This is an optimization exercise on Yosys and OpenROAD, whose aim is small area, a short achievable clock period and few clock cycles per item, not a production implementation.
In this exercise RTL edits were held to simulation tests only and were not proved equivalent to the original.
Power figures rest on the tool's default switching activity, not on a simulated workload. No driver is modelled on the clock port, so clocking that relies on it looks cheaper here than on a real chip.

==> flow/design.v (outline; a module is shown in full before it is edited, if it fits) <==
// module predec: 19 lines
// module row_dec: 9 lines
// module rd_hsel2: 9 lines
// module mem_next: 9 lines
// module rd_sel2n: 9 lines
// module vnand4: 9 lines
// module vnor2: 7 lines
// module axil_mem_subsys: 314 lines
module axil_mem_subsys (
  input  logic                  clk_i,
  input  logic                  rst_ni,
  input  logic                  req_i,
  output logic                  gnt_o,
  output logic                  rvalid_o,
  input  logic                  we_i,
  input  logic [(32 / 8)-1:0]   be_i,
  input  logic [32-1:0]   addr_i,
  input  logic [32-1:0]   wdata_i,
  output logic [32-1:0]   rdata_o,
  output logic                  err_o
);
  // ...
==> flow/flow/run.sh <==
#!/bin/bash
# The standard layout (standard.sh) with a few ORFS variables changed:
# - REMOVE_ABC_BUFFERS=1: the floorplan step removes synthesis buffers instead
#   of repairing timing before placement, when the high-fanout nets have no
#   buffers yet and every path looks slow;
# - the port buffers are buf_4 (the buf family can be resized for timing);
# - CTS without dummy loads, with larger sink clusters;
# - more rounds of antenna repair after detailed routing.
# Each tool's output goes to run.log in the work folder; ORFS keeps a log per
# step under orfs/logs.
set -euo pipefail
cd "$(dirname "$0")/.."
bash standard.sh \
  REMOVE_ABC_BUFFERS=1 \
  "BUFFER_PORTS_ARGS=-buffer_cell sky130_fd_sc_hd__buf_4" \
  "CTS_ARGS=-sink_clustering_enable -repair_clock_nets -dont_use_dummy_load -sink_clustering_size 30 -sink_clustering_max_diameter 80" \
  MAX_REPAIR_ANTENNAS_ITER_DRT=12 \
  finish > run.log 2>&1
==> flow/standard.sh <==
#!/bin/bash
# synth_recipe.tcl (not shown) runs the flow's synth.tcl, then flattens the netlist and writes it again
# the make line also repeats each setting of config.mk as NAME=value (left out here)
make -C /OpenROAD-flow-scripts/flow DESIGN_CONFIG=/design/flow/config.mk WORK_HOME=/design/flow/orfs CLKGATE_MAP_FILE= SYNTH_SCRIPT=/design/flow/synth_recipe.tcl "${@:-finish}"
==> flow/config.mk <==
export PLATFORM = sky130hd
export DESIGN_NAME = axil_mem_subsys
export DESIGN_NICKNAME = axil_mem_subsys
export VERILOG_FILES = /design/flow/design.v
export SDC_FILE = /design/flow/constraint.sdc
export NUM_CORES = 8
export LEC_CHECK = 0
export CAP_MARGIN = 40
export CORE_MARGIN = 2
export CORE_UTILIZATION = 60
export SETUP_SLACK_MARGIN = 4.5
export SLEW_MARGIN = 50
export SYNTH_HIERARCHICAL = 1
==> flow/constraint.sdc <==
create_clock -name core_clock -period 8.0 [get_ports {clk_i}]
set_input_delay 1.6000 -clock core_clock [delete_from_list [all_inputs] [get_ports {clk_i}]]
set_output_delay 1.6000 -clock core_clock [all_outputs]
set_load 0.01 [all_outputs]
==> results.sh, run 1 <==
export IMPL_yosysUniqueCellTypes=31
export IMPL_rsz0062_at_grt="true"
export IMPL_synth_compound_area_share_pct=29.5
export IMPL_slowest_stage="nor2b_2"
export IMPL_dieArea_um2=457000
export IMPL_largest_reg_flops=8192
export IMPL_synth_largest_area_cell="dfxtp_1"
export IMPL_route_vias_total=241839
export IMPL_hp_class="register to register"
export IMPL_route_met3_wl_mm=86.6
export IMPL_yosys_top_cells_count="12288 x o22ai_1, 8322 x dfxtp_1, 2136 x nor2_1"
export IMPL_hold_slack_ps=446
export IMPL_critPathKind="input port to register"
export IMPL_nets=26987
export IMPL_yosys_area_share_simple_pct=8.66
export IMPL_taps=5952
export IMPL_hp_start="mem_q[5972]"
export IMPL_drt_wirelength_per_cell_um=28.4
export IMPL_peakVddDrop_v=0.000197
export IMPL_start_kind="input port"
export IMPL_die_y_um=676
export IMPL_cap_violations=0
export IMPL_yosysWarnings=8
export IMPL_grt_pass1_wl_mm=1380
export IMPL_cp_num_buf_inv=3
export IMPL_drv_slew=0
export IMPL_outcome="no timing/DRC/antenna violations"
export IMPL_min_period_ps=3630
Testbench counts, summed over its fixed seeds: cycles 4,808, accesses 4,800.
==> module row_dec, before the edit <==
module row_dec (
  input  logic low,
  input  logic hi,
  output logic wsel,
  output logic wsel_n
);
  assign wsel_n = ~(low & hi);
  assign wsel   = ~wsel_n;
endmodule
==> module axil_mem_subsys, before the edit <==
module axil_mem_subsys (
  input  logic                  clk_i,
  input  logic                  rst_ni,
  input  logic                  req_i,
  output logic                  gnt_o,
  output logic                  rvalid_o,
  input  logic                  we_i,
  input  logic [(32 / 8)-1:0]   be_i,
  input  logic [32-1:0]   addr_i,
  input  logic [32-1:0]   wdata_i,
  output logic [32-1:0]   rdata_o,
  output logic                  err_o
);
  localparam int NW  = 256;
  localparam int DW  = 32;
  localparam int BW  = (32 / 8);
  localparam int NS  = 4;          
  localparam int SW  = DW / NS;       
  logic [NW*DW-1:0] mem_q;
  logic [NW*DW-1:0] mem_d;
  logic [DW-1:0]    p_q;       
  logic             in_range;
  logic             wr;
  logic [DW-1:0]    wcol;      
  logic [NS*2*SW-1:0] part_d;    
  logic [NS*2*SW-1:0] part_q;
  logic [DW-1:0]    inv_q;     
  logic [DW-1:0]    rd;
  logic             rvalid_q;
  logic             err_q;
  assign in_range = addr_i[15:10] == '0;
  assign wr       = req_i & we_i & rst_ni;
  always_comb begin
    for (int i = 0; i < DW; i++) begin
      wcol[i] = wdata_i[i] ^ p_q[i];
    end
  end
  always_ff @(posedge clk_i) begin
    p_q   <= ~p_q;
    mem_q <= mem_d;
  end
  for (genvar s = 0; s < NS; s++) begin : g_slice
    logic [16-1:0] lo_n, low;
    logic [16-1:0] hi;
    logic [NW-1:0]  wsel;      
    logic [NW-1:0]  wsel_n;
    predec u_pre (
      .addr  (addr_i[15:2]),
      .wr    (wr & (|be_i[s*1 +: 1])),
      .lo_n  (lo_n),
      .low   (low),
      .hi    (hi)
    );
    for (genvar r = 0; r < NW; r++) begin : g_word
      row_dec u_dec (
        .low    (low[r%16]),
        .hi     (hi[r/16]),
        .wsel   (wsel[r]),
        .wsel_n (wsel_n[r])
      );
      mem_next u_next (
        .q      (mem_q[r*DW + s*SW +: SW]),
        .wsel   ({SW{wsel[r]}}),
        .wsel_n ({SW{wsel_n[r]}}),
        .wcol   (wcol[s*SW +: SW]),
        .d      (mem_d[r*DW + s*SW +: SW])
      );
    end
    logic [128*SW-1:0] l1;
    rd_sel2n u_l1_0 (.sel_n0 ({SW{lo_n[0]}}), .sel_n1 ({SW{lo_n[1]}}), .q0 (mem_q[(0*DW + s*SW) +: SW]), .q1 (mem_q[(1*DW + s*SW) +: SW]), .y (l1[0*SW +: SW]));
    rd_sel2n u_l1_1 (.sel_n0 ({SW{lo_n[2]}}), .sel_n1 ({SW{lo_n[3]}}), .q0 (mem_q[(2*DW + s*SW) +: SW]), .q1 (mem_q[(3*DW + s*SW) +: SW]), .y (l1[1*SW +: SW]));
    rd_sel2n u_l1_2 (.sel_n0 ({SW{lo_n[4]}}), .sel_n1 ({SW{lo_n[5]}}), .q0 (mem_q[(4*DW + s*SW) +: SW]), .q1 (mem_q[(5*DW + s*SW) +: SW]), .y (l1[2*SW +: SW]));
    rd_sel2n u_l1_3 (.sel_n0 ({SW{lo_n[6]}}), .sel_n1 ({SW{lo_n[7]}}), .q0 (mem_q[(6*DW + s*SW) +: SW]), .q1 (mem_q[(7*DW + s*SW) +: SW]), .y (l1[3*SW +: SW]));
    rd_sel2n u_l1_4 (.sel_n0 ({SW{lo_n[8]}}), .sel_n1 ({SW{lo_n[9]}}), .q0 (mem_q[(8*DW + s*SW) +: SW]), .q1 (mem_q[(9*DW + s*SW) +: SW]), .y (l1[4*SW +: SW]));
    rd_sel2n u_l1_5 (.sel_n0 ({SW{lo_n[10]}}), .sel_n1 ({SW{lo_n[11]}}), .q0 (mem_q[(10*DW + s*SW) +: SW]), .q1 (mem_q[(11*DW + s*SW) +: SW]), .y (l1[5*SW +: SW]));
    rd_sel2n u_l1_6 (.sel_n0 ({SW{lo_n[12]}}), .sel_n1 ({SW{lo_n[13]}}), .q0 (mem_q[(12*DW + s*SW) +: SW]), .q1 (mem_q[(13*DW + s*SW) +: SW]), .y (l1[6*SW +: SW]));
    rd_sel2n u_l1_7 (.sel_n0 ({SW{lo_n[14]}}), .sel_n1 ({SW{lo_n[15]}}), .q0 (mem_q[(14*DW + s*SW) +: SW]), .q1 (mem_q[(15*DW + s*SW) +: SW]), .y (l1[7*SW +: SW]));
    rd_sel2n u_l1_8 (.sel_n0 ({SW{lo_n[0]}}), .sel_n1 ({SW{lo_n[1]}}), .q0 (mem_q[(16*DW + s*SW) +: SW]), .q1 (mem_q[(17*DW + s*SW) +: SW]), .y (l1[8*SW +: SW]));
    rd_sel2n u_l1_9 (.sel_n0 ({SW{lo_n[2]}}), .sel_n1 ({SW{lo_n[3]}}), .q0 (mem_q[(18*DW + s*SW) +: SW]), .q1 (mem_q[(19*DW + s*SW) +: SW]), .y (l1[9*SW +: SW]));
    rd_sel2n u_l1_10 (.sel_n0 ({SW{lo_n[4]}}), .sel_n1 ({SW{lo_n[5]}}), .q0 (mem_q[(20*DW + s*SW) +: SW]), .q1 (mem_q[(21*DW + s*SW) +: SW]), .y (l1[10*SW +: SW]));
    rd_sel2n u_l1_11 (.sel_n0 ({SW{lo_n[6]}}), .sel_n1 ({SW{lo_n[7]}}), .q0 (mem_q[(22*DW + s*SW) +: SW]), .q1 (mem_q[(23*DW + s*SW) +: SW]), .y (l1[11*SW +: SW]));
    rd_sel2n u_l1_12 (.sel_n0 ({SW{lo_n[8]}}), .sel_n1 ({SW{lo_n[9]}}), .q0 (mem_q[(24*DW + s*SW) +: SW]), .q1 (mem_q[(25*DW + s*SW) +: SW]), .y (l1[12*SW +: SW]));
    rd_sel2n u_l1_13 (.sel_n0 ({SW{lo_n[10]}}), .sel_n1 ({SW{lo_n[11]}}), .q0 (mem_q[(26*DW + s*SW) +: SW]), .q1 (mem_q[(27*DW + s*SW) +: SW]), .y (l1[13*SW +: SW]));
    rd_sel2n u_l1_14 (.sel_n0 ({SW{lo_n[12]}}), .sel_n1 ({SW{lo_n[13]}}), .q0 (mem_q[(28*DW + s*SW) +: SW]), .q1 (mem_q[(29*DW + s*SW) +: SW]), .y (l1[14*SW +: SW]));
    rd_sel2n u_l1_15 (.sel_n0 ({SW{lo_n[14]}}), .sel_n1 ({SW{lo_n[15]}}), .q0 (mem_q[(30*DW + s*SW) +: SW]), .q1 (mem_q[(31*DW + s*SW) +: SW]), .y (l1[15*SW +: SW]));
    rd_sel2n u_l1_16 (.sel_n0 ({SW{lo_n[0]}}), .sel_n1 ({SW{lo_n[1]}}), .q0 (mem_q[(32*DW + s*SW) +: SW]), .q1 (mem_q[(33*DW + s*SW) +: SW]), .y (l1[16*SW +: SW]));
    rd_sel2n u_l1_17 (.sel_n0 ({SW{lo_n[2]}}), .sel_n1 ({SW{lo_n[3]}}), .q0 (mem_q[(34*DW + s*SW) +: SW]), .q1 (mem_q[(35*DW + s*SW) +: SW]), .y (l1[17*SW +: SW]));
    rd_sel2n u_l1_18 (.sel_n0 ({SW{lo_n[4]}}), .sel_n1 ({SW{lo_n[5]}}), .q0 (mem_q[(36*DW + s*SW) +: SW]), .q1 (mem_q[(37*DW + s*SW) +: SW]), .y (l1[18*SW +: SW]));
    rd_sel2n u_l1_19 (.sel_n0 ({SW{lo_n[6]}}), .sel_n1 ({SW{lo_n[7]}}), .q0 (mem_q[(38*DW + s*SW) +: SW]), .q1 (mem_q[(39*DW + s*SW) +: SW]), .y (l1[19*SW +: SW]));
    rd_sel2n u_l1_20 (.sel_n0 ({SW{lo_n[8]}}), .sel_n1 ({SW{lo_n[9]}}), .q0 (mem_q[(40*DW + s*SW) +: SW]), .q1 (mem_q[(41*DW + s*SW) +: SW]), .y (l1[20*SW +: SW]));
    rd_sel2n u_l1_21 (.sel_n0 ({SW{lo_n[10]}}), .sel_n1 ({SW{lo_n[11]}}), .q0 (mem_q[(42*DW + s*SW) +: SW]), .q1 (mem_q[(43*DW + s*SW) +: SW]), .y (l1[21*SW +: SW]));
    rd_sel2n u_l1_22 (.sel_n0 ({SW{lo_n[12]}}), .sel_n1 ({SW{lo_n[13]}}), .q0 (mem_q[(44*DW + s*SW) +: SW]), .q1 (mem_q[(45*DW + s*SW) +: SW]), .y (l1[22*SW +: SW]));
    rd_sel2n u_l1_23 (.sel_n0 ({SW{lo_n[14]}}), .sel_n1 ({SW{lo_n[15]}}), .q0 (mem_q[(46*DW + s*SW) +: SW]), .q1 (mem_q[(47*DW + s*SW) +: SW]), .y (l1[23*SW +: SW]));
    rd_sel2n u_l1_24 (.sel_n0 ({SW{lo_n[0]}}), .sel_n1 ({SW{lo_n[1]}}), .q0 (mem_q[(48*DW + s*SW) +: SW]), .q1 (mem_q[(49*DW + s*SW) +: SW]), .y (l1[24*SW +: SW]));
    rd_sel2n u_l1_25 (.sel_n0 ({SW{lo_n[2]}}), .sel_n1 ({SW{lo_n[3]}}), .q0 (mem_q[(50*DW + s*SW) +: SW]), .q1 (mem_q[(51*DW + s*SW) +: SW]), .y (l1[25*SW +: SW]));
    rd_sel2n u_l1_26 (.sel_n0 ({SW{lo_n[4]}}), .sel_n1 ({SW{lo_n[5]}}), .q0 (mem_q[(52*DW + s*SW) +: SW]), .q1 (mem_q[(53*DW + s*SW) +: SW]), .y (l1[26*SW +: SW]));
    rd_sel2n u_l1_27 (.sel_n0 ({SW{lo_n[6]}}), .sel_n1 ({SW{lo_n[7]}}), .q0 (mem_q[(54*DW + s*SW) +: SW]), .q1 (mem_q[(55*DW + s*SW) +: SW]), .y (l1[27*SW +: SW]));
    rd_sel2n u_l1_28 (.sel_n0 ({SW{lo_n[8]}}), .sel_n1 ({SW{lo_n[9]}}), .q0 (mem_q[(56*DW + s*SW) +: SW]), .q1 (mem_q[(57*DW + s*SW) +: SW]), .y (l1[28*SW +: SW]));
    rd_sel2n u_l1_29 (.sel_n0 ({SW{lo_n[10]}}), .sel_n1 ({SW{lo_n[11]}}), .q0 (mem_q[(58*DW + s*SW) +: SW]), .q1 (mem_q[(59*DW + s*SW) +: SW]), .y (l1[29*SW +: SW]));
    rd_sel2n u_l1_30 (.sel_n0 ({SW{lo_n[12]}}), .sel_n1 ({SW{lo_n[13]}}), .q0 (mem_q[(60*DW + s*SW) +: SW]), .q1 (mem_q[(61*DW + s*SW) +: SW]), .y (l1[30*SW +: SW]));
    rd_sel2n u_l1_31 (.sel_n0 ({SW{lo_n[14]}}), .sel_n1 ({SW{lo_n[15]}}), .q0 (mem_q[(62*DW + s*SW) +: SW]), .q1 (mem_q[(63*DW + s*SW) +: SW]), .y (l1[31*SW +: SW]));
    rd_sel2n u_l1_32 (.sel_n0 ({SW{lo_n[0]}}), .sel_n1 ({SW{lo_n[1]}}), .q0 (mem_q[(64*DW + s*SW) +: SW]), .q1 (mem_q[(65*DW + s*SW) +: SW]), .y (l1[32*SW +: SW]));
    rd_sel2n u_l1_33 (.sel_n0 ({SW{lo_n[2]}}), .sel_n1 ({SW{lo_n[3]}}), .q0 (mem_q[(66*DW + s*SW) +: SW]), .q1 (mem_q[(67*DW + s*SW) +: SW]), .y (l1[33*SW +: SW]));
    rd_sel2n u_l1_34 (.sel_n0 ({SW{lo_n[4]}}), .sel_n1 ({SW{lo_n[5]}}), .q0 (mem_q[(68*DW + s*SW) +: SW]), .q1 (mem_q[(69*DW + s*SW) +: SW]), .y (l1[34*SW +: SW]));
    rd_sel2n u_l1_35 (.sel_n0 ({SW{lo_n[6]}}), .sel_n1 ({SW{lo_n[7]}}), .q0 (mem_q[(70*DW + s*SW) +: SW]), .q1 (mem_q[(71*DW + s*SW) +: SW]), .y (l1[35*SW +: SW]));
    rd_sel2n u_l1_36 (.sel_n0 ({SW{lo_n[8]}}), .sel_n1 ({SW{lo_n[9]}}), .q0 (mem_q[(72*DW + s*SW) +: SW]), .q1 (mem_q[(73*DW + s*SW) +: SW]), .y (l1[36*SW +: SW]));
    rd_sel2n u_l1_37 (.sel_n0 ({SW{lo_n[10]}}), .sel_n1 ({SW{lo_n[11]}}), .q0 (mem_q[(74*DW + s*SW) +: SW]), .q1 (mem_q[(75*DW + s*SW) +: SW]), .y (l1[37*SW +: SW]));
    rd_sel2n u_l1_38 (.sel_n0 ({SW{lo_n[12]}}), .sel_n1 ({SW{lo_n[13]}}), .q0 (mem_q[(76*DW + s*SW) +: SW]), .q1 (mem_q[(77*DW + s*SW) +: SW]), .y (l1[38*SW +: SW]));
    rd_sel2n u_l1_39 (.sel_n0 ({SW{lo_n[14]}}), .sel_n1 ({SW{lo_n[15]}}), .q0 (mem_q[(78*DW + s*SW) +: SW]), .q1 (mem_q[(79*DW + s*SW) +: SW]), .y (l1[39*SW +: SW]));
    rd_sel2n u_l1_40 (.sel_n0 ({SW{lo_n[0]}}), .sel_n1 ({SW{lo_n[1]}}), .q0 (mem_q[(80*DW + s*SW) +: SW]), .q1 (mem_q[(81*DW + s*SW) +: SW]), .y (l1[40*SW +: SW]));
    rd_sel2n u_l1_41 (.sel_n0 ({SW{lo_n[2]}}), .sel_n1 ({SW{lo_n[3]}}), .q0 (mem_q[(82*DW + s*SW) +: SW]), .q1 (mem_q[(83*DW + s*SW) +: SW]), .y (l1[41*SW +: SW]));
    rd_sel2n u_l1_42 (.sel_n0 ({SW{lo_n[4]}}), .sel_n1 ({SW{lo_n[5]}}), .q0 (mem_q[(84*DW + s*SW) +: SW]), .q1 (mem_q[(85*DW + s*SW) +: SW]), .y (l1[42*SW +: SW]));
    rd_sel2n u_l1_43 (.sel_n0 ({SW{lo_n[6]}}), .sel_n1 ({SW{lo_n[7]}}), .q0 (mem_q[(86*DW + s*SW) +: SW]), .q1 (mem_q[(87*DW + s*SW) +: SW]), .y (l1[43*SW +: SW]));
    rd_sel2n u_l1_44 (.sel_n0 ({SW{lo_n[8]}}), .sel_n1 ({SW{lo_n[9]}}), .q0 (mem_q[(88*DW + s*SW) +: SW]), .q1 (mem_q[(89*DW + s*SW) +: SW]), .y (l1[44*SW +: SW]));
    rd_sel2n u_l1_45 (.sel_n0 ({SW{lo_n[10]}}), .sel_n1 ({SW{lo_n[11]}}), .q0 (mem_q[(90*DW + s*SW) +: SW]), .q1 (mem_q[(91*DW + s*SW) +: SW]), .y (l1[45*SW +: SW]));
    rd_sel2n u_l1_46 (.sel_n0 ({SW{lo_n[12]}}), .sel_n1 ({SW{lo_n[13]}}), .q0 (mem_q[(92*DW + s*SW) +: SW]), .q1 (mem_q[(93*DW + s*SW) +: SW]), .y (l1[46*SW +: SW]));
    rd_sel2n u_l1_47 (.sel_n0 ({SW{lo_n[14]}}), .sel_n1 ({SW{lo_n[15]}}), .q0 (mem_q[(94*DW + s*SW) +: SW]), .q1 (mem_q[(95*DW + s*SW) +: SW]), .y (l1[47*SW +: SW]));
    rd_sel2n u_l1_48 (.sel_n0 ({SW{lo_n[0]}}), .sel_n1 ({SW{lo_n[1]}}), .q0 (mem_q[(96*DW + s*SW) +: SW]), .q1 (mem_q[(97*DW + s*SW) +: SW]), .y (l1[48*SW +: SW]));
    rd_sel2n u_l1_49 (.sel_n0 ({SW{lo_n[2]}}), .sel_n1 ({SW{lo_n[3]}}), .q0 (mem_q[(98*DW + s*SW) +: SW]), .q1 (mem_q[(99*DW + s*SW) +: SW]), .y (l1[49*SW +: SW]));
    rd_sel2n u_l1_50 (.sel_n0 ({SW{lo_n[4]}}), .sel_n1 ({SW{lo_n[5]}}), .q0 (mem_q[(100*DW + s*SW) +: SW]), .q1 (mem_q[(101*DW + s*SW) +: SW]), .y (l1[50*SW +: SW]));
    rd_sel2n u_l1_51 (.sel_n0 ({SW{lo_n[6]}}), .sel_n1 ({SW{lo_n[7]}}), .q0 (mem_q[(102*DW + s*SW) +: SW]), .q1 (mem_q[(103*DW + s*SW) +: SW]), .y (l1[51*SW +: SW]));
    rd_sel2n u_l1_52 (.sel_n0 ({SW{lo_n[8]}}), .sel_n1 ({SW{lo_n[9]}}), .q0 (mem_q[(104*DW + s*SW) +: SW]), .q1 (mem_q[(105*DW + s*SW) +: SW]), .y (l1[52*SW +: SW]));
    rd_sel2n u_l1_53 (.sel_n0 ({SW{lo_n[10]}}), .sel_n1 ({SW{lo_n[11]}}), .q0 (mem_q[(106*DW + s*SW) +: SW]), .q1 (mem_q[(107*DW + s*SW) +: SW]), .y (l1[53*SW +: SW]));
    rd_sel2n u_l1_54 (.sel_n0 ({SW{lo_n[12]}}), .sel_n1 ({SW{lo_n[13]}}), .q0 (mem_q[(108*DW + s*SW) +: SW]), .q1 (mem_q[(109*DW + s*SW) +: SW]), .y (l1[54*SW +: SW]));
    rd_sel2n u_l1_55 (.sel_n0 ({SW{lo_n[14]}}), .sel_n1 ({SW{lo_n[15]}}), .q0 (mem_q[(110*DW + s*SW) +: SW]), .q1 (mem_q[(111*DW + s*SW) +: SW]), .y (l1[55*SW +: SW]));
    rd_sel2n u_l1_56 (.sel_n0 ({SW{lo_n[0]}}), .sel_n1 ({SW{lo_n[1]}}), .q0 (mem_q[(112*DW + s*SW) +: SW]), .q1 (mem_q[(113*DW + s*SW) +: SW]), .y (l1[56*SW +: SW]));
    rd_sel2n u_l1_57 (.sel_n0 ({SW{lo_n[2]}}), .sel_n1 ({SW{lo_n[3]}}), .q0 (mem_q[(114*DW + s*SW) +: SW]), .q1 (mem_q[(115*DW + s*SW) +: SW]), .y (l1[57*SW +: SW]));
    rd_sel2n u_l1_58 (.sel_n0 ({SW{lo_n[4]}}), .sel_n1 ({SW{lo_n[5]}}), .q0 (mem_q[(116*DW + s*SW) +: SW]), .q1 (mem_q[(117*DW + s*SW) +: SW]), .y (l1[58*SW +: SW]));
    rd_sel2n u_l1_59 (.sel_n0 ({SW{lo_n[6]}}), .sel_n1 ({SW{lo_n[7]}}), .q0 (mem_q[(118*DW + s*SW) +: SW]), .q1 (mem_q[(119*DW + s*SW) +: SW]), .y (l1[59*SW +: SW]));
    rd_sel2n u_l1_60 (.sel_n0 ({SW{lo_n[8]}}), .sel_n1 ({SW{lo_n[9]}}), .q0 (mem_q[(120*DW + s*SW) +: SW]), .q1 (mem_q[(121*DW + s*SW) +: SW]), .y (l1[60*SW +: SW]));
    rd_sel2n u_l1_61 (.sel_n0 ({SW{lo_n[10]}}), .sel_n1 ({SW{lo_n[11]}}), .q0 (mem_q[(122*DW + s*SW) +: SW]), .q1 (mem_q[(123*DW + s*SW) +: SW]), .y (l1[61*SW +: SW]));
    rd_sel2n u_l1_62 (.sel_n0 ({SW{lo_n[12]}}), .sel_n1 ({SW{lo_n[13]}}), .q0 (mem_q[(124*DW + s*SW) +: SW]), .q1 (mem_q[(125*DW + s*SW) +: SW]), .y (l1[62*SW +: SW]));
    rd_sel2n u_l1_63 (.sel_n0 ({SW{lo_n[14]}}), .sel_n1 ({SW{lo_n[15]}}), .q0 (mem_q[(126*DW + s*SW) +: SW]), .q1 (mem_q[(127*DW + s*SW) +: SW]), .y (l1[63*SW +: SW]));
    rd_sel2n u_l1_64 (.sel_n0 ({SW{lo_n[0]}}), .sel_n1 ({SW{lo_n[1]}}), .q0 (mem_q[(128*DW + s*SW) +: SW]), .q1 (mem_q[(129*DW + s*SW) +: SW]), .y (l1[64*SW +: SW]));
    rd_sel2n u_l1_65 (.sel_n0 ({SW{lo_n[2]}}), .sel_n1 ({SW{lo_n[3]}}), .q0 (mem_q[(130*DW + s*SW) +: SW]), .q1 (mem_q[(131*DW + s*SW) +: SW]), .y (l1[65*SW +: SW]));
    rd_sel2n u_l1_66 (.sel_n0 ({SW{lo_n[4]}}), .sel_n1 ({SW{lo_n[5]}}), .q0 (mem_q[(132*DW + s*SW) +: SW]), .q1 (mem_q[(133*DW + s*SW) +: SW]), .y (l1[66*SW +: SW]));
    rd_sel2n u_l1_67 (.sel_n0 ({SW{lo_n[6]}}), .sel_n1 ({SW{lo_n[7]}}), .q0 (mem_q[(134*DW + s*SW) +: SW]), .q1 (mem_q[(135*DW + s*SW) +: SW]), .y (l1[67*SW +: SW]));
    rd_sel2n u_l1_68 (.sel_n0 ({SW{lo_n[8]}}), .sel_n1 ({SW{lo_n[9]}}), .q0 (mem_q[(136*DW + s*SW) +: SW]), .q1 (mem_q[(137*DW + s*SW) +: SW]), .y (l1[68*SW +: SW]));
    rd_sel2n u_l1_69 (.sel_n0 ({SW{lo_n[10]}}), .sel_n1 ({SW{lo_n[11]}}), .q0 (mem_q[(138*DW + s*SW) +: SW]), .q1 (mem_q[(139*DW + s*SW) +: SW]), .y (l1[69*SW +: SW]));
    rd_sel2n u_l1_70 (.sel_n0 ({SW{lo_n[12]}}), .sel_n1 ({SW{lo_n[13]}}), .q0 (mem_q[(140*DW + s*SW) +: SW]), .q1 (mem_q[(141*DW + s*SW) +: SW]), .y (l1[70*SW +: SW]));
    rd_sel2n u_l1_71 (.sel_n0 ({SW{lo_n[14]}}), .sel_n1 ({SW{lo_n[15]}}), .q0 (mem_q[(142*DW + s*SW) +: SW]), .q1 (mem_q[(143*DW + s*SW) +: SW]), .y (l1[71*SW +: SW]));
    rd_sel2n u_l1_72 (.sel_n0 ({SW{lo_n[0]}}), .sel_n1 ({SW{lo_n[1]}}), .q0 (mem_q[(144*DW + s*SW) +: SW]), .q1 (mem_q[(145*DW + s*SW) +: SW]), .y (l1[72*SW +: SW]));
    rd_sel2n u_l1_73 (.sel_n0 ({SW{lo_n[2]}}), .sel_n1 ({SW{lo_n[3]}}), .q0 (mem_q[(146*DW + s*SW) +: SW]), .q1 (mem_q[(147*DW + s*SW) +: SW]), .y (l1[73*SW +: SW]));
    rd_sel2n u_l1_74 (.sel_n0 ({SW{lo_n[4]}}), .sel_n1 ({SW{lo_n[5]}}), .q0 (mem_q[(148*DW + s*SW) +: SW]), .q1 (mem_q[(149*DW + s*SW) +: SW]), .y (l1[74*SW +: SW]));
    rd_sel2n u_l1_75 (.sel_n0 ({SW{lo_n[6]}}), .sel_n1 ({SW{lo_n[7]}}), .q0 (mem_q[(150*DW + s*SW) +: SW]), .q1 (mem_q[(151*DW + s*SW) +: SW]), .y (l1[75*SW +: SW]));
    rd_sel2n u_l1_76 (.sel_n0 ({SW{lo_n[8]}}), .sel_n1 ({SW{lo_n[9]}}), .q0 (mem_q[(152*DW + s*SW) +: SW]), .q1 (mem_q[(153*DW + s*SW) +: SW]), .y (l1[76*SW +: SW]));
    rd_sel2n u_l1_77 (.sel_n0 ({SW{lo_n[10]}}), .sel_n1 ({SW{lo_n[11]}}), .q0 (mem_q[(154*DW + s*SW) +: SW]), .q1 (mem_q[(155*DW + s*SW) +: SW]), .y (l1[77*SW +: SW]));
    rd_sel2n u_l1_78 (.sel_n0 ({SW{lo_n[12]}}), .sel_n1 ({SW{lo_n[13]}}), .q0 (mem_q[(156*DW + s*SW) +: SW]), .q1 (mem_q[(157*DW + s*SW) +: SW]), .y (l1[78*SW +: SW]));
    rd_sel2n u_l1_79 (.sel_n0 ({SW{lo_n[14]}}), .sel_n1 ({SW{lo_n[15]}}), .q0 (mem_q[(158*DW + s*SW) +: SW]), .q1 (mem_q[(159*DW + s*SW) +: SW]), .y (l1[79*SW +: SW]));
    rd_sel2n u_l1_80 (.sel_n0 ({SW{lo_n[0]}}), .sel_n1 ({SW{lo_n[1]}}), .q0 (mem_q[(160*DW + s*SW) +: SW]), .q1 (mem_q[(161*DW + s*SW) +: SW]), .y (l1[80*SW +: SW]));
    rd_sel2n u_l1_81 (.sel_n0 ({SW{lo_n[2]}}), .sel_n1 ({SW{lo_n[3]}}), .q0 (mem_q[(162*DW + s*SW) +: SW]), .q1 (mem_q[(163*DW + s*SW) +: SW]), .y (l1[81*SW +: SW]));
    rd_sel2n u_l1_82 (.sel_n0 ({SW{lo_n[4]}}), .sel_n1 ({SW{lo_n[5]}}), .q0 (mem_q[(164*DW + s*SW) +: SW]), .q1 (mem_q[(165*DW + s*SW) +: SW]), .y (l1[82*SW +: SW]));
    rd_sel2n u_l1_83 (.sel_n0 ({SW{lo_n[6]}}), .sel_n1 ({SW{lo_n[7]}}), .q0 (mem_q[(166*DW + s*SW) +: SW]), .q1 (mem_q[(167*DW + s*SW) +: SW]), .y (l1[83*SW +: SW]));
    rd_sel2n u_l1_84 (.sel_n0 ({SW{lo_n[8]}}), .sel_n1 ({SW{lo_n[9]}}), .q0 (mem_q[(168*DW + s*SW) +: SW]), .q1 (mem_q[(169*DW + s*SW) +: SW]), .y (l1[84*SW +: SW]));
    rd_sel2n u_l1_85 (.sel_n0 ({SW{lo_n[10]}}), .sel_n1 ({SW{lo_n[11]}}), .q0 (mem_q[(170*DW + s*SW) +: SW]), .q1 (mem_q[(171*DW + s*SW) +: SW]), .y (l1[85*SW +: SW]));
    rd_sel2n u_l1_86 (.sel_n0 ({SW{lo_n[12]}}), .sel_n1 ({SW{lo_n[13]}}), .q0 (mem_q[(172*DW + s*SW) +: SW]), .q1 (mem_q[(173*DW + s*SW) +: SW]), .y (l1[86*SW +: SW]));
    rd_sel2n u_l1_87 (.sel_n0 ({SW{lo_n[14]}}), .sel_n1 ({SW{lo_n[15]}}), .q0 (mem_q[(174*DW + s*SW) +: SW]), .q1 (mem_q[(175*DW + s*SW) +: SW]), .y (l1[87*SW +: SW]));
    rd_sel2n u_l1_88 (.sel_n0 ({SW{lo_n[0]}}), .sel_n1 ({SW{lo_n[1]}}), .q0 (mem_q[(176*DW + s*SW) +: SW]), .q1 (mem_q[(177*DW + s*SW) +: SW]), .y (l1[88*SW +: SW]));
    rd_sel2n u_l1_89 (.sel_n0 ({SW{lo_n[2]}}), .sel_n1 ({SW{lo_n[3]}}), .q0 (mem_q[(178*DW + s*SW) +: SW]), .q1 (mem_q[(179*DW + s*SW) +: SW]), .y (l1[89*SW +: SW]));
    rd_sel2n u_l1_90 (.sel_n0 ({SW{lo_n[4]}}), .sel_n1 ({SW{lo_n[5]}}), .q0 (mem_q[(180*DW + s*SW) +: SW]), .q1 (mem_q[(181*DW + s*SW) +: SW]), .y (l1[90*SW +: SW]));
    rd_sel2n u_l1_91 (.sel_n0 ({SW{lo_n[6]}}), .sel_n1 ({SW{lo_n[7]}}), .q0 (mem_q[(182*DW + s*SW) +: SW]), .q1 (mem_q[(183*DW + s*SW) +: SW]), .y (l1[91*SW +: SW]));
    rd_sel2n u_l1_92 (.sel_n0 ({SW{lo_n[8]}}), .sel_n1 ({SW{lo_n[9]}}), .q0 (mem_q[(184*DW + s*SW) +: SW]), .q1 (mem_q[(185*DW + s*SW) +: SW]), .y (l1[92*SW +: SW]));
    rd_sel2n u_l1_93 (.sel_n0 ({SW{lo_n[10]}}), .sel_n1 ({SW{lo_n[11]}}), .q0 (mem_q[(186*DW + s*SW) +: SW]), .q1 (mem_q[(187*DW + s*SW) +: SW]), .y (l1[93*SW +: SW]));
    rd_sel2n u_l1_94 (.sel_n0 ({SW{lo_n[12]}}), .sel_n1 ({SW{lo_n[13]}}), .q0 (mem_q[(188*DW + s*SW) +: SW]), .q1 (mem_q[(189*DW + s*SW) +: SW]), .y (l1[94*SW +: SW]));
    rd_sel2n u_l1_95 (.sel_n0 ({SW{lo_n[14]}}), .sel_n1 ({SW{lo_n[15]}}), .q0 (mem_q[(190*DW + s*SW) +: SW]), .q1 (mem_q[(191*DW + s*SW) +: SW]), .y (l1[95*SW +: SW]));
    rd_sel2n u_l1_96 (.sel_n0 ({SW{lo_n[0]}}), .sel_n1 ({SW{lo_n[1]}}), .q0 (mem_q[(192*DW + s*SW) +: SW]), .q1 (mem_q[(193*DW + s*SW) +: SW]), .y (l1[96*SW +: SW]));
    rd_sel2n u_l1_97 (.sel_n0 ({SW{lo_n[2]}}), .sel_n1 ({SW{lo_n[3]}}), .q0 (mem_q[(194*DW + s*SW) +: SW]), .q1 (mem_q[(195*DW + s*SW) +: SW]), .y (l1[97*SW +: SW]));
    rd_sel2n u_l1_98 (.sel_n0 ({SW{lo_n[4]}}), .sel_n1 ({SW{lo_n[5]}}), .q0 (mem_q[(196*DW + s*SW) +: SW]), .q1 (mem_q[(197*DW + s*SW) +: SW]), .y (l1[98*SW +: SW]));
    rd_sel2n u_l1_99 (.sel_n0 ({SW{lo_n[6]}}), .sel_n1 ({SW{lo_n[7]}}), .q0 (mem_q[(198*DW + s*SW) +: SW]), .q1 (mem_q[(199*DW + s*SW) +: SW]), .y (l1[99*SW +: SW]));
    rd_sel2n u_l1_100 (.sel_n0 ({SW{lo_n[8]}}), .sel_n1 ({SW{lo_n[9]}}), .q0 (mem_q[(200*DW + s*SW) +: SW]), .q1 (mem_q[(201*DW + s*SW) +: SW]), .y (l1[100*SW +: SW]));
    rd_sel2n u_l1_101 (.sel_n0 ({SW{lo_n[10]}}), .sel_n1 ({SW{lo_n[11]}}), .q0 (mem_q[(202*DW + s*SW) +: SW]), .q1 (mem_q[(203*DW + s*SW) +: SW]), .y (l1[101*SW +: SW]));
    rd_sel2n u_l1_102 (.sel_n0 ({SW{lo_n[12]}}), .sel_n1 ({SW{lo_n[13]}}), .q0 (mem_q[(204*DW + s*SW) +: SW]), .q1 (mem_q[(205*DW + s*SW) +: SW]), .y (l1[102*SW +: SW]));
    rd_sel2n u_l1_103 (.sel_n0 ({SW{lo_n[14]}}), .sel_n1 ({SW{lo_n[15]}}), .q0 (mem_q[(206*DW + s*SW) +: SW]), .q1 (mem_q[(207*DW + s*SW) +: SW]), .y (l1[103*SW +: SW]));
    rd_sel2n u_l1_104 (.sel_n0 ({SW{lo_n[0]}}), .sel_n1 ({SW{lo_n[1]}}), .q0 (mem_q[(208*DW + s*SW) +: SW]), .q1 (mem_q[(209*DW + s*SW) +: SW]), .y (l1[104*SW +: SW]));
    rd_sel2n u_l1_105 (.sel_n0 ({SW{lo_n[2]}}), .sel_n1 ({SW{lo_n[3]}}), .q0 (mem_q[(210*DW + s*SW) +: SW]), .q1 (mem_q[(211*DW + s*SW) +: SW]), .y (l1[105*SW +: SW]));
    rd_sel2n u_l1_106 (.sel_n0 ({SW{lo_n[4]}}), .sel_n1 ({SW{lo_n[5]}}), .q0 (mem_q[(212*DW + s*SW) +: SW]), .q1 (mem_q[(213*DW + s*SW) +: SW]), .y (l1[106*SW +: SW]));
    rd_sel2n u_l1_107 (.sel_n0 ({SW{lo_n[6]}}), .sel_n1 ({SW{lo_n[7]}}), .q0 (mem_q[(214*DW + s*SW) +: SW]), .q1 (mem_q[(215*DW + s*SW) +: SW]), .y (l1[107*SW +: SW]));
    rd_sel2n u_l1_108 (.sel_n0 ({SW{lo_n[8]}}), .sel_n1 ({SW{lo_n[9]}}), .q0 (mem_q[(216*DW + s*SW) +: SW]), .q1 (mem_q[(217*DW + s*SW) +: SW]), .y (l1[108*SW +: SW]));
    rd_sel2n u_l1_109 (.sel_n0 ({SW{lo_n[10]}}), .sel_n1 ({SW{lo_n[11]}}), .q0 (mem_q[(218*DW + s*SW) +: SW]), .q1 (mem_q[(219*DW + s*SW) +: SW]), .y (l1[109*SW +: SW]));
    rd_sel2n u_l1_110 (.sel_n0 ({SW{lo_n[12]}}), .sel_n1 ({SW{lo_n[13]}}), .q0 (mem_q[(220*DW + s*SW) +: SW]), .q1 (mem_q[(221*DW + s*SW) +: SW]), .y (l1[110*SW +: SW]));
    rd_sel2n u_l1_111 (.sel_n0 ({SW{lo_n[14]}}), .sel_n1 ({SW{lo_n[15]}}), .q0 (mem_q[(222*DW + s*SW) +: SW]), .q1 (mem_q[(223*DW + s*SW) +: SW]), .y (l1[111*SW +: SW]));
    rd_sel2n u_l1_112 (.sel_n0 ({SW{lo_n[0]}}), .sel_n1 ({SW{lo_n[1]}}), .q0 (mem_q[(224*DW + s*SW) +: SW]), .q1 (mem_q[(225*DW + s*SW) +: SW]), .y (l1[112*SW +: SW]));
    rd_sel2n u_l1_113 (.sel_n0 ({SW{lo_n[2]}}), .sel_n1 ({SW{lo_n[3]}}), .q0 (mem_q[(226*DW + s*SW) +: SW]), .q1 (mem_q[(227*DW + s*SW) +: SW]), .y (l1[113*SW +: SW]));
    rd_sel2n u_l1_114 (.sel_n0 ({SW{lo_n[4]}}), .sel_n1 ({SW{lo_n[5]}}), .q0 (mem_q[(228*DW + s*SW) +: SW]), .q1 (mem_q[(229*DW + s*SW) +: SW]), .y (l1[114*SW +: SW]));
    rd_sel2n u_l1_115 (.sel_n0 ({SW{lo_n[6]}}), .sel_n1 ({SW{lo_n[7]}}), .q0 (mem_q[(230*DW + s*SW) +: SW]), .q1 (mem_q[(231*DW + s*SW) +: SW]), .y (l1[115*SW +: SW]));
    rd_sel2n u_l1_116 (.sel_n0 ({SW{lo_n[8]}}), .sel_n1 ({SW{lo_n[9]}}), .q0 (mem_q[(232*DW + s*SW) +: SW]), .q1 (mem_q[(233*DW + s*SW) +: SW]), .y (l1[116*SW +: SW]));
    rd_sel2n u_l1_117 (.sel_n0 ({SW{lo_n[10]}}), .sel_n1 ({SW{lo_n[11]}}), .q0 (mem_q[(234*DW + s*SW) +: SW]), .q1 (mem_q[(235*DW + s*SW) +: SW]), .y (l1[117*SW +: SW]));
    rd_sel2n u_l1_118 (.sel_n0 ({SW{lo_n[12]}}), .sel_n1 ({SW{lo_n[13]}}), .q0 (mem_q[(236*DW + s*SW) +: SW]), .q1 (mem_q[(237*DW + s*SW) +: SW]), .y (l1[118*SW +: SW]));
    rd_sel2n u_l1_119 (.sel_n0 ({SW{lo_n[14]}}), .sel_n1 ({SW{lo_n[15]}}), .q0 (mem_q[(238*DW + s*SW) +: SW]), .q1 (mem_q[(239*DW + s*SW) +: SW]), .y (l1[119*SW +: SW]));
    rd_sel2n u_l1_120 (.sel_n0 ({SW{lo_n[0]}}), .sel_n1 ({SW{lo_n[1]}}), .q0 (mem_q[(240*DW + s*SW) +: SW]), .q1 (mem_q[(241*DW + s*SW) +: SW]), .y (l1[120*SW +: SW]));
    rd_sel2n u_l1_121 (.sel_n0 ({SW{lo_n[2]}}), .sel_n1 ({SW{lo_n[3]}}), .q0 (mem_q[(242*DW + s*SW) +: SW]), .q1 (mem_q[(243*DW + s*SW) +: SW]), .y (l1[121*SW +: SW]));
    rd_sel2n u_l1_122 (.sel_n0 ({SW{lo_n[4]}}), .sel_n1 ({SW{lo_n[5]}}), .q0 (mem_q[(244*DW + s*SW) +: SW]), .q1 (mem_q[(245*DW + s*SW) +: SW]), .y (l1[122*SW +: SW]));
    rd_sel2n u_l1_123 (.sel_n0 ({SW{lo_n[6]}}), .sel_n1 ({SW{lo_n[7]}}), .q0 (mem_q[(246*DW + s*SW) +: SW]), .q1 (mem_q[(247*DW + s*SW) +: SW]), .y (l1[123*SW +: SW]));
    rd_sel2n u_l1_124 (.sel_n0 ({SW{lo_n[8]}}), .sel_n1 ({SW{lo_n[9]}}), .q0 (mem_q[(248*DW + s*SW) +: SW]), .q1 (mem_q[(249*DW + s*SW) +: SW]), .y (l1[124*SW +: SW]));
    rd_sel2n u_l1_125 (.sel_n0 ({SW{lo_n[10]}}), .sel_n1 ({SW{lo_n[11]}}), .q0 (mem_q[(250*DW + s*SW) +: SW]), .q1 (mem_q[(251*DW + s*SW) +: SW]), .y (l1[125*SW +: SW]));
    rd_sel2n u_l1_126 (.sel_n0 ({SW{lo_n[12]}}), .sel_n1 ({SW{lo_n[13]}}), .q0 (mem_q[(252*DW + s*SW) +: SW]), .q1 (mem_q[(253*DW + s*SW) +: SW]), .y (l1[126*SW +: SW]));
    rd_sel2n u_l1_127 (.sel_n0 ({SW{lo_n[14]}}), .sel_n1 ({SW{lo_n[15]}}), .q0 (mem_q[(254*DW + s*SW) +: SW]), .q1 (mem_q[(255*DW + s*SW) +: SW]), .y (l1[127*SW +: SW]));
    logic [64*SW-1:0] t2;
    vnor2 u_t2_0 (.a (l1[0*SW +: SW]), .b (l1[1*SW +: SW]), .y (t2[0*SW +: SW]));
    vnor2 u_t2_1 (.a (l1[2*SW +: SW]), .b (l1[3*SW +: SW]), .y (t2[1*SW +: SW]));
    vnor2 u_t2_2 (.a (l1[4*SW +: SW]), .b (l1[5*SW +: SW]), .y (t2[2*SW +: SW]));
    vnor2 u_t2_3 (.a (l1[6*SW +: SW]), .b (l1[7*SW +: SW]), .y (t2[3*SW +: SW]));
    vnor2 u_t2_4 (.a (l1[8*SW +: SW]), .b (l1[9*SW +: SW]), .y (t2[4*SW +: SW]));
    vnor2 u_t2_5 (.a (l1[10*SW +: SW]), .b (l1[11*SW +: SW]), .y (t2[5*SW +: SW]));
    vnor2 u_t2_6 (.a (l1[12*SW +: SW]), .b (l1[13*SW +: SW]), .y (t2[6*SW +: SW]));
    vnor2 u_t2_7 (.a (l1[14*SW +: SW]), .b (l1[15*SW +: SW]), .y (t2[7*SW +: SW]));
    vnor2 u_t2_8 (.a (l1[16*SW +: SW]), .b (l1[17*SW +: SW]), .y (t2[8*SW +: SW]));
    vnor2 u_t2_9 (.a (l1[18*SW +: SW]), .b (l1[19*SW +: SW]), .y (t2[9*SW +: SW]));
    vnor2 u_t2_10 (.a (l1[20*SW +: SW]), .b (l1[21*SW +: SW]), .y (t2[10*SW +: SW]));
    vnor2 u_t2_11 (.a (l1[22*SW +: SW]), .b (l1[23*SW +: SW]), .y (t2[11*SW +: SW]));
    vnor2 u_t2_12 (.a (l1[24*SW +: SW]), .b (l1[25*SW +: SW]), .y (t2[12*SW +: SW]));
    vnor2 u_t2_13 (.a (l1[26*SW +: SW]), .b (l1[27*SW +: SW]), .y (t2[13*SW +: SW]));
    vnor2 u_t2_14 (.a (l1[28*SW +: SW]), .b (l1[29*SW +: SW]), .y (t2[14*SW +: SW]));
    vnor2 u_t2_15 (.a (l1[30*SW +: SW]), .b (l1[31*SW +: SW]), .y (t2[15*SW +: SW]));
    vnor2 u_t2_16 (.a (l1[32*SW +: SW]), .b (l1[33*SW +: SW]), .y (t2[16*SW +: SW]));
    vnor2 u_t2_17 (.a (l1[34*SW +: SW]), .b (l1[35*SW +: SW]), .y (t2[17*SW +: SW]));
    vnor2 u_t2_18 (.a (l1[36*SW +: SW]), .b (l1[37*SW +: SW]), .y (t2[18*SW +: SW]));
    vnor2 u_t2_19 (.a (l1[38*SW +: SW]), .b (l1[39*SW +: SW]), .y (t2[19*SW +: SW]));
    vnor2 u_t2_20 (.a (l1[40*SW +: SW]), .b (l1[41*SW +: SW]), .y (t2[20*SW +: SW]));
    vnor2 u_t2_21 (.a (l1[42*SW +: SW]), .b (l1[43*SW +: SW]), .y (t2[21*SW +: SW]));
    vnor2 u_t2_22 (.a (l1[44*SW +: SW]), .b (l1[45*SW +: SW]), .y (t2[22*SW +: SW]));
    vnor2 u_t2_23 (.a (l1[46*SW +: SW]), .b (l1[47*SW +: SW]), .y (t2[23*SW +: SW]));
    vnor2 u_t2_24 (.a (l1[48*SW +: SW]), .b (l1[49*SW +: SW]), .y (t2[24*SW +: SW]));
    vnor2 u_t2_25 (.a (l1[50*SW +: SW]), .b (l1[51*SW +: SW]), .y (t2[25*SW +: SW]));
    vnor2 u_t2_26 (.a (l1[52*SW +: SW]), .b (l1[53*SW +: SW]), .y (t2[26*SW +: SW]));
    vnor2 u_t2_27 (.a (l1[54*SW +: SW]), .b (l1[55*SW +: SW]), .y (t2[27*SW +: SW]));
    vnor2 u_t2_28 (.a (l1[56*SW +: SW]), .b (l1[57*SW +: SW]), .y (t2[28*SW +: SW]));
    vnor2 u_t2_29 (.a (l1[58*SW +: SW]), .b (l1[59*SW +: SW]), .y (t2[29*SW +: SW]));
    vnor2 u_t2_30 (.a (l1[60*SW +: SW]), .b (l1[61*SW +: SW]), .y (t2[30*SW +: SW]));
    vnor2 u_t2_31 (.a (l1[62*SW +: SW]), .b (l1[63*SW +: SW]), .y (t2[31*SW +: SW]));
    vnor2 u_t2_32 (.a (l1[64*SW +: SW]), .b (l1[65*SW +: SW]), .y (t2[32*SW +: SW]));
    vnor2 u_t2_33 (.a (l1[66*SW +: SW]), .b (l1[67*SW +: SW]), .y (t2[33*SW +: SW]));
    vnor2 u_t2_34 (.a (l1[68*SW +: SW]), .b (l1[69*SW +: SW]), .y (t2[34*SW +: SW]));
    vnor2 u_t2_35 (.a (l1[70*SW +: SW]), .b (l1[71*SW +: SW]), .y (t2[35*SW +: SW]));
    vnor2 u_t2_36 (.a (l1[72*SW +: SW]), .b (l1[73*SW +: SW]), .y (t2[36*SW +: SW]));
    vnor2 u_t2_37 (.a (l1[74*SW +: SW]), .b (l1[75*SW +: SW]), .y (t2[37*SW +: SW]));
    vnor2 u_t2_38 (.a (l1[76*SW +: SW]), .b (l1[77*SW +: SW]), .y (t2[38*SW +: SW]));
    vnor2 u_t2_39 (.a (l1[78*SW +: SW]), .b (l1[79*SW +: SW]), .y (t2[39*SW +: SW]));
    vnor2 u_t2_40 (.a (l1[80*SW +: SW]), .b (l1[81*SW +: SW]), .y (t2[40*SW +: SW]));
    vnor2 u_t2_41 (.a (l1[82*SW +: SW]), .b (l1[83*SW +: SW]), .y (t2[41*SW +: SW]));
    vnor2 u_t2_42 (.a (l1[84*SW +: SW]), .b (l1[85*SW +: SW]), .y (t2[42*SW +: SW]));
    vnor2 u_t2_43 (.a (l1[86*SW +: SW]), .b (l1[87*SW +: SW]), .y (t2[43*SW +: SW]));
    vnor2 u_t2_44 (.a (l1[88*SW +: SW]), .b (l1[89*SW +: SW]), .y (t2[44*SW +: SW]));
    vnor2 u_t2_45 (.a (l1[90*SW +: SW]), .b (l1[91*SW +: SW]), .y (t2[45*SW +: SW]));
    vnor2 u_t2_46 (.a (l1[92*SW +: SW]), .b (l1[93*SW +: SW]), .y (t2[46*SW +: SW]));
    vnor2 u_t2_47 (.a (l1[94*SW +: SW]), .b (l1[95*SW +: SW]), .y (t2[47*SW +: SW]));
    vnor2 u_t2_48 (.a (l1[96*SW +: SW]), .b (l1[97*SW +: SW]), .y (t2[48*SW +: SW]));
    vnor2 u_t2_49 (.a (l1[98*SW +: SW]), .b (l1[99*SW +: SW]), .y (t2[49*SW +: SW]));
    vnor2 u_t2_50 (.a (l1[100*SW +: SW]), .b (l1[101*SW +: SW]), .y (t2[50*SW +: SW]));
    vnor2 u_t2_51 (.a (l1[102*SW +: SW]), .b (l1[103*SW +: SW]), .y (t2[51*SW +: SW]));
    vnor2 u_t2_52 (.a (l1[104*SW +: SW]), .b (l1[105*SW +: SW]), .y (t2[52*SW +: SW]));
    vnor2 u_t2_53 (.a (l1[106*SW +: SW]), .b (l1[107*SW +: SW]), .y (t2[53*SW +: SW]));
    vnor2 u_t2_54 (.a (l1[108*SW +: SW]), .b (l1[109*SW +: SW]), .y (t2[54*SW +: SW]));
    vnor2 u_t2_55 (.a (l1[110*SW +: SW]), .b (l1[111*SW +: SW]), .y (t2[55*SW +: SW]));
    vnor2 u_t2_56 (.a (l1[112*SW +: SW]), .b (l1[113*SW +: SW]), .y (t2[56*SW +: SW]));
    vnor2 u_t2_57 (.a (l1[114*SW +: SW]), .b (l1[115*SW +: SW]), .y (t2[57*SW +: SW]));
    vnor2 u_t2_58 (.a (l1[116*SW +: SW]), .b (l1[117*SW +: SW]), .y (t2[58*SW +: SW]));
    vnor2 u_t2_59 (.a (l1[118*SW +: SW]), .b (l1[119*SW +: SW]), .y (t2[59*SW +: SW]));
    vnor2 u_t2_60 (.a (l1[120*SW +: SW]), .b (l1[121*SW +: SW]), .y (t2[60*SW +: SW]));
    vnor2 u_t2_61 (.a (l1[122*SW +: SW]), .b (l1[123*SW +: SW]), .y (t2[61*SW +: SW]));
    vnor2 u_t2_62 (.a (l1[124*SW +: SW]), .b (l1[125*SW +: SW]), .y (t2[62*SW +: SW]));
    vnor2 u_t2_63 (.a (l1[126*SW +: SW]), .b (l1[127*SW +: SW]), .y (t2[63*SW +: SW]));
    logic [16*SW-1:0] t3;
    vnand4 u_t3_0 (.a (t2[0*SW +: SW]), .b (t2[1*SW +: SW]), .c (t2[2*SW +: SW]), .d (t2[3*SW +: SW]), .y (t3[0*SW +: SW]));
    vnand4 u_t3_1 (.a (t2[4*SW +: SW]), .b (t2[5*SW +: SW]), .c (t2[6*SW +: SW]), .d (t2[7*SW +: SW]), .y (t3[1*SW +: SW]));
    vnand4 u_t3_2 (.a (t2[8*SW +: SW]), .b (t2[9*SW +: SW]), .c (t2[10*SW +: SW]), .d (t2[11*SW +: SW]), .y (t3[2*SW +: SW]));
    vnand4 u_t3_3 (.a (t2[12*SW +: SW]), .b (t2[13*SW +: SW]), .c (t2[14*SW +: SW]), .d (t2[15*SW +: SW]), .y (t3[3*SW +: SW]));
    vnand4 u_t3_4 (.a (t2[16*SW +: SW]), .b (t2[17*SW +: SW]), .c (t2[18*SW +: SW]), .d (t2[19*SW +: SW]), .y (t3[4*SW +: SW]));
    vnand4 u_t3_5 (.a (t2[20*SW +: SW]), .b (t2[21*SW +: SW]), .c (t2[22*SW +: SW]), .d (t2[23*SW +: SW]), .y (t3[5*SW +: SW]));
    vnand4 u_t3_6 (.a (t2[24*SW +: SW]), .b (t2[25*SW +: SW]), .c (t2[26*SW +: SW]), .d (t2[27*SW +: SW]), .y (t3[6*SW +: SW]));
    vnand4 u_t3_7 (.a (t2[28*SW +: SW]), .b (t2[29*SW +: SW]), .c (t2[30*SW +: SW]), .d (t2[31*SW +: SW]), .y (t3[7*SW +: SW]));
    vnand4 u_t3_8 (.a (t2[32*SW +: SW]), .b (t2[33*SW +: SW]), .c (t2[34*SW +: SW]), .d (t2[35*SW +: SW]), .y (t3[8*SW +: SW]));
    vnand4 u_t3_9 (.a (t2[36*SW +: SW]), .b (t2[37*SW +: SW]), .c (t2[38*SW +: SW]), .d (t2[39*SW +: SW]), .y (t3[9*SW +: SW]));
    vnand4 u_t3_10 (.a (t2[40*SW +: SW]), .b (t2[41*SW +: SW]), .c (t2[42*SW +: SW]), .d (t2[43*SW +: SW]), .y (t3[10*SW +: SW]));
    vnand4 u_t3_11 (.a (t2[44*SW +: SW]), .b (t2[45*SW +: SW]), .c (t2[46*SW +: SW]), .d (t2[47*SW +: SW]), .y (t3[11*SW +: SW]));
    vnand4 u_t3_12 (.a (t2[48*SW +: SW]), .b (t2[49*SW +: SW]), .c (t2[50*SW +: SW]), .d (t2[51*SW +: SW]), .y (t3[12*SW +: SW]));
    vnand4 u_t3_13 (.a (t2[52*SW +: SW]), .b (t2[53*SW +: SW]), .c (t2[54*SW +: SW]), .d (t2[55*SW +: SW]), .y (t3[13*SW +: SW]));
    vnand4 u_t3_14 (.a (t2[56*SW +: SW]), .b (t2[57*SW +: SW]), .c (t2[58*SW +: SW]), .d (t2[59*SW +: SW]), .y (t3[14*SW +: SW]));
    vnand4 u_t3_15 (.a (t2[60*SW +: SW]), .b (t2[61*SW +: SW]), .c (t2[62*SW +: SW]), .d (t2[63*SW +: SW]), .y (t3[15*SW +: SW]));
    logic [8*SW-1:0] t4;
    rd_hsel2 u_t4_0 (.h0 ({SW{hi[0]}}), .h1 ({SW{hi[1]}}), .g0 (t3[0*SW +: SW]), .g1 (t3[1*SW +: SW]), .y_n (t4[0*SW +: SW]));
    rd_hsel2 u_t4_1 (.h0 ({SW{hi[2]}}), .h1 ({SW{hi[3]}}), .g0 (t3[2*SW +: SW]), .g1 (t3[3*SW +: SW]), .y_n (t4[1*SW +: SW]));
    rd_hsel2 u_t4_2 (.h0 ({SW{hi[4]}}), .h1 ({SW{hi[5]}}), .g0 (t3[4*SW +: SW]), .g1 (t3[5*SW +: SW]), .y_n (t4[2*SW +: SW]));
    rd_hsel2 u_t4_3 (.h0 ({SW{hi[6]}}), .h1 ({SW{hi[7]}}), .g0 (t3[6*SW +: SW]), .g1 (t3[7*SW +: SW]), .y_n (t4[3*SW +: SW]));
    rd_hsel2 u_t4_4 (.h0 ({SW{hi[8]}}), .h1 ({SW{hi[9]}}), .g0 (t3[8*SW +: SW]), .g1 (t3[9*SW +: SW]), .y_n (t4[4*SW +: SW]));
    rd_hsel2 u_t4_5 (.h0 ({SW{hi[10]}}), .h1 ({SW{hi[11]}}), .g0 (t3[10*SW +: SW]), .g1 (t3[11*SW +: SW]), .y_n (t4[5*SW +: SW]));
    rd_hsel2 u_t4_6 (.h0 ({SW{hi[12]}}), .h1 ({SW{hi[13]}}), .g0 (t3[12*SW +: SW]), .g1 (t3[13*SW +: SW]), .y_n (t4[6*SW +: SW]));
    rd_hsel2 u_t4_7 (.h0 ({SW{hi[14]}}), .h1 ({SW{hi[15]}}), .g0 (t3[14*SW +: SW]), .g1 (t3[15*SW +: SW]), .y_n (t4[7*SW +: SW]));
    logic [2*SW-1:0] t5;
    vnand4 u_t5_0 (.a (t4[0*SW +: SW]), .b (t4[1*SW +: SW]), .c (t4[2*SW +: SW]), .d (t4[3*SW +: SW]), .y (t5[0*SW +: SW]));
    vnand4 u_t5_1 (.a (t4[4*SW +: SW]), .b (t4[5*SW +: SW]), .c (t4[6*SW +: SW]), .d (t4[7*SW +: SW]), .y (t5[1*SW +: SW]));
    assign part_d[s*2*SW +: 2*SW] = t5;
    assign rd[s*SW +: SW] = part_q[(s*2 + 0)*SW +: SW] | part_q[(s*2 + 1)*SW +: SW];
    always_ff @(posedge clk_i) begin
      inv_q[s*SW +: SW] <= {SW{in_range}} & ~p_q[s*SW +: SW];
    end
    assign rdata_o[s*SW +: SW] = rd[s*SW +: SW] ^ inv_q[s*SW +: SW];
  end
  always_ff @(posedge clk_i) begin
    part_q <= part_d;
  end
  always_ff @(posedge clk_i) begin
    if (!rst_ni) begin
      rvalid_q <= 1'b0;
      err_q    <= 1'b0;
    end else begin
      rvalid_q <= req_i;
      err_q    <= req_i & ~in_range;
    end
  end
  assign gnt_o    = req_i;
  assign rvalid_o = rvalid_q;
  assign err_o    = err_q;
endmodule
==> run 2, diff against run 1 <==
--- a/flow/design.v
+++ b/flow/design.v
@@ -40,9 +40,13 @@
   input  logic low,
   input  logic hi,
-  output logic wsel,
   output logic wsel_n
 );
   assign wsel_n = ~(low & hi);
-  assign wsel   = ~wsel_n;
+endmodule
+module vinv1 (
+  input  logic a,
+  output logic y
+);
+  assign y = ~a;
 endmodule
 module rd_hsel2 (
@@ -147,7 +151,7 @@
         .low    (low[r%16]),
         .hi     (hi[r/16]),
-        .wsel   (wsel[r]),
         .wsel_n (wsel_n[r])
       );
+      vinv1 u_wsel (.a (wsel_n[r]), .y (wsel[r]));
       mem_next u_next (
         .q      (mem_q[r*DW + s*SW +: SW]),
==> run 2 against run 1 <==
Compared with the run above:
- still clean
- via count is 0.74% lower
- global-route usage is 0.16 points lower
- setup slack worse by 4.5 ps
- critical endpoint is now part_q[8]
- largest power group unchanged
- highest routed layer unchanged
==> results.sh, run 2 <==
export IMPL_outcome="no timing/DRC/antenna violations"
export IMPL_synth_edf_count=0
export IMPL_min_period_ps=3630
export IMPL_crit_chain="buf_16, nor2b_4, nand3_4, buf_12, o22ai_1, nor2_1, nand4_1, a22oi_2, nand4_1"
export IMPL_timing_setup_tns_ps=0
export IMPL_ys_seq_elements=8322
export IMPL_synth_largest_area_cell="dfxtp_1"
export IMPL_worst_slew_pin_slew_ps=800
export IMPL_htreeDepth=5
export IMPL_worstSetupStartpoint="addr_i[2]"
export IMPL_r2r_start="p_q[21]"
export IMPL_ant_nets=0
export IMPL_timing_final_hold_violations=0
export IMPL_tritoncts="built"
export IMPL_slowest_stage="a22oi_2"
export IMPL_comb_power_share_pct=6.3
export IMPL_largest_reg_flops=8192
export IMPL_postSynth_asyncResetShare_pct=0
export IMPL_cp_common_cell="nand4_1"
export IMPL_syn_cell_area_um2=269000
export IMPL_power_switching_mw=15.4
export IMPL_place_inst=32426
export IMPL_switching_share_pct=23.5
export IMPL_p_per_area_nw_per_um2=222
export IMPL_hp_class="register to register"
export IMPL_fmax_mhz=275
export IMPL_yosysWarnings=8
export IMPL_yosysUniqueCellTypes=31
export IMPL_drv_slew=0
export IMPL_cp_max_fo=80
export IMPL_die_w_um=673
export IMPL_cap_violations=0
export IMPL_drtIter0Drc=29934
export IMPL_final_layout_size_suffix_gt1_share_pct=6.60
export IMPL_wl_mm=932
export IMPL_final_cell_mix="12288 x o22ai_1, 8285 x dfxtp_1, 2048 x nor2_1"
export IMPL_cpPeakStageDelay_ps=430
export IMPL_drt_wirelength_per_cell_um=28.3
export IMPL_ys_seq_area_share_pct=62.0
export IMPL_core_um2=445000
export IMPL_root_buffer="clkbuf_16"
export IMPL_p_int_mw=50.0
export IMPL_synthCells=26016
export IMPL_ys_flop_type="dfxtp_1"
export IMPL_p_seq_share_pct=63.4
export IMPL_via_per_inst=7.30
export IMPL_layout_commonest_cell="o22ai_1"
export IMPL_yosysMostFrequentCell="o22ai_1"
export IMPL_finalClockSkew_ps=68.3
export IMPL_syn_to_final_growth_pct=9.87
export IMPL_first_pass_iters=8
export IMPL_initial_core_util_pct=60.3
export IMPL_rsz0062_at_grt="true"
export IMPL_die_y_um=673
export IMPL_cts_inserted_buffers=323
export IMPL_num_rows=245
export IMPL_relSlewSlack_pct=46.5
export IMPL_cts_sinks=8322
export IMPL_yosys_top_cells_count="12288 x o22ai_1, 8322 x dfxtp_1, 2136 x nor2_1"
export IMPL_clockBufferDepth=4
export IMPL_peakVddDrop_v=0.000195
export IMPL_clock_power_share_pct=30.3
export IMPL_final_cells=32901
export IMPL_worstPathArrival_ps=4500
export IMPL_dp_hpwl_mm=554
export IMPL_io_pins=107
export IMPL_crit_path_end_kind="register"
export IMPL_syn_area_per_cell_um2=10.3
export IMPL_grt_pass1_wl_mm=1360
export IMPL_drc_errors=0
export IMPL_grt_max_degree=131
export IMPL_start_kind="input port"
export IMPL_route_vias_total=240057
export IMPL_crit_required_ps=8870
export IMPL_synth_top_area_share_pct=62.0
export IMPL_nets=27032
export IMPL_ys_top_cells_by_area="dfxtp_1 62%, o22ai_1 29%, nor2_1 3.0%"
export IMPL_fin_crit_sh_pct=45.4
export IMPL_overflow=0
export IMPL_p_leak_nw=117
export IMPL_hp_start="mem_q[7660]"
export IMPL_gp_congestion=0.884
export IMPL_insertion_delay_ps=1020
export IMPL_largestRegisters="mem_q (8192), part_q (64)"
export IMPL_cts_clk_slew_worst_paths_ps=110
export IMPL_critPathKind="input port to register"
export IMPL_setup_viol=0
export IMPL_hold_buffers=0
export IMPL_grt_use_total_pct=38.2
export IMPL_antenna_found_initial=23
export IMPL_regMostFlops="mem_q"
export IMPL_dieArea_um2=453000
export IMPL_grt_pass1_vias=220315
export IMPL_port_buffers=88
run 2: cell count changes in the layout (fill, tap and decap cells not counted), sizes merged:
| cell | change |
|---|---|
| and2 | -1024 |
| bufbuf | -1 |
| buf | +16 |
| clkbuf | +8 |
| nand2 | +15 |
| diode | -13 |
| inv | +1024 |
| nand3 | +7 |
run 2: path summary, 6_finish.rpt:
check / cells past startpoint / slack [ps] / to
worst min-delay path: 1 / 440 / mem_q[7660]
worst min register to register: 1 / 440 / mem_q[7660]
worst max-delay path: 9 / 4370 / part_q[8]
worst max register to register: 6 / 5030 / mem_q[3285]
run 2: per-stage QoR:
stage               total power, mW  cell area (um2)  setup WS [ps]  hold WS [ps]  utilization, %
floorplan                      44.7           268000          -3300           378               -
global placement               46.1           282000           2280           429            63.3
detailed placement             46.2           284000           2470           438            63.8
CTS                            65.2           294000           4420           446            65.9
global route                   67.0           295000           4450           454            66.2
finish                         65.4           295000           4370           444            66.2
run 2: cell families after synthesis:
group	Yosys count	synth area share (%)
buffers and inverters	1089	1.57
AOI/OAI and AO/OA	12545	29.8
and+or+nand+nor	3996	6.36
DFF	8322	62.0
xor gates and xnor gates	64	0.209
run 2: final cells by class:
class,instances,area [um2]
clock buffers,323,8080
fillers,36022,150000
repair buffers,619,7900
diodes,15,37.5
flip-flops and latches,8322,167000
well taps,5928,7420
inverters,1056,3960
multi-input cells,16638,101000
run 2: timing repair:
action                                  4_1_cts  5_1_grt
setup buffers                                37       48
endpoints found under the setup margin     4522     4849
gates resized for setup                     204      259
cloned                                       19       22
pin swaps                                    47       31
run 2: critical path: cells and delay by family:
family                 cells  cell delay, ps
buffers and inverters      2             720
AND/OR/NAND/NOR            5            1270
AO/OA/AOI/OAI              2             590
run 2: power by group through the flow:
stage	Sequential, mW	Clock [mW]	Combinational (mW)
after floorplan	42.4	0	2.35
after global placement	42.4	0	3.72
after detailed placement	42.4	0	3.85
after CTS	41.4	19.8	3.92
after global routing	41.4	21.3	4.24
final	41.4	19.8	4.15
run 2: per-module statistics from Yosys (local to each module, per instance):
module	area [um2]	times used
axil_mem_subsys	168000	1
predec	405	4
rd_hsel2	100	32
mem_next	50.0	1024
rd_sel2n	50.0	512
vnand4	50.0	72
vnor2	30.0	256
row_dec	3.75	1024
vinv1	3.75	1024
run 2: metal layers:
metal  vias to the layer above  GRT usage (%)  routed length (um)
met5                         -              0                  62
met2                     12799           57.6              409000
met1                    118100           54.5              384000
met4                        10           16.6               45200
met3                      2023           5.91               93700
li1                     107125              -                   -
Testbench counts of run 2, summed over its fixed seeds: cycles 4,808, accesses 4,800.

==> afterwards: timing with drivers on the ports <==
The results above use ideal ports. As a check the final layouts listed here were re-extracted and re-timed, cells and wires unchanged.
Step 1: set_driving_cell puts a clkbuf_16 on clk_i and a buf_2 on each other input, an assumption about the parent block.
Step 2 times the ports against the registers' clock, not the clock port: input delays grow and output delays shrink by t, the midpoint of the rising clock arrivals with the driver on.
Three values: no drivers, after step 1, after step 2; two values: the first two.
run | t (ns) | setup slack, ns | worst data-port slew with drivers (ns) | cell pins on the clock port's net
run 1 | 1.112 | 4.373 / 4.198 / 3.086 | 0.42 | 1
run 2 | 1.110 | 4.369 / 4.302 / 3.192 | 0.20 | 1
After both steps every run listed still meets setup and hold. The setup slack of run 1, which loses most, moves by -0.175 ns with the drivers and by -1.287 ns with both steps.
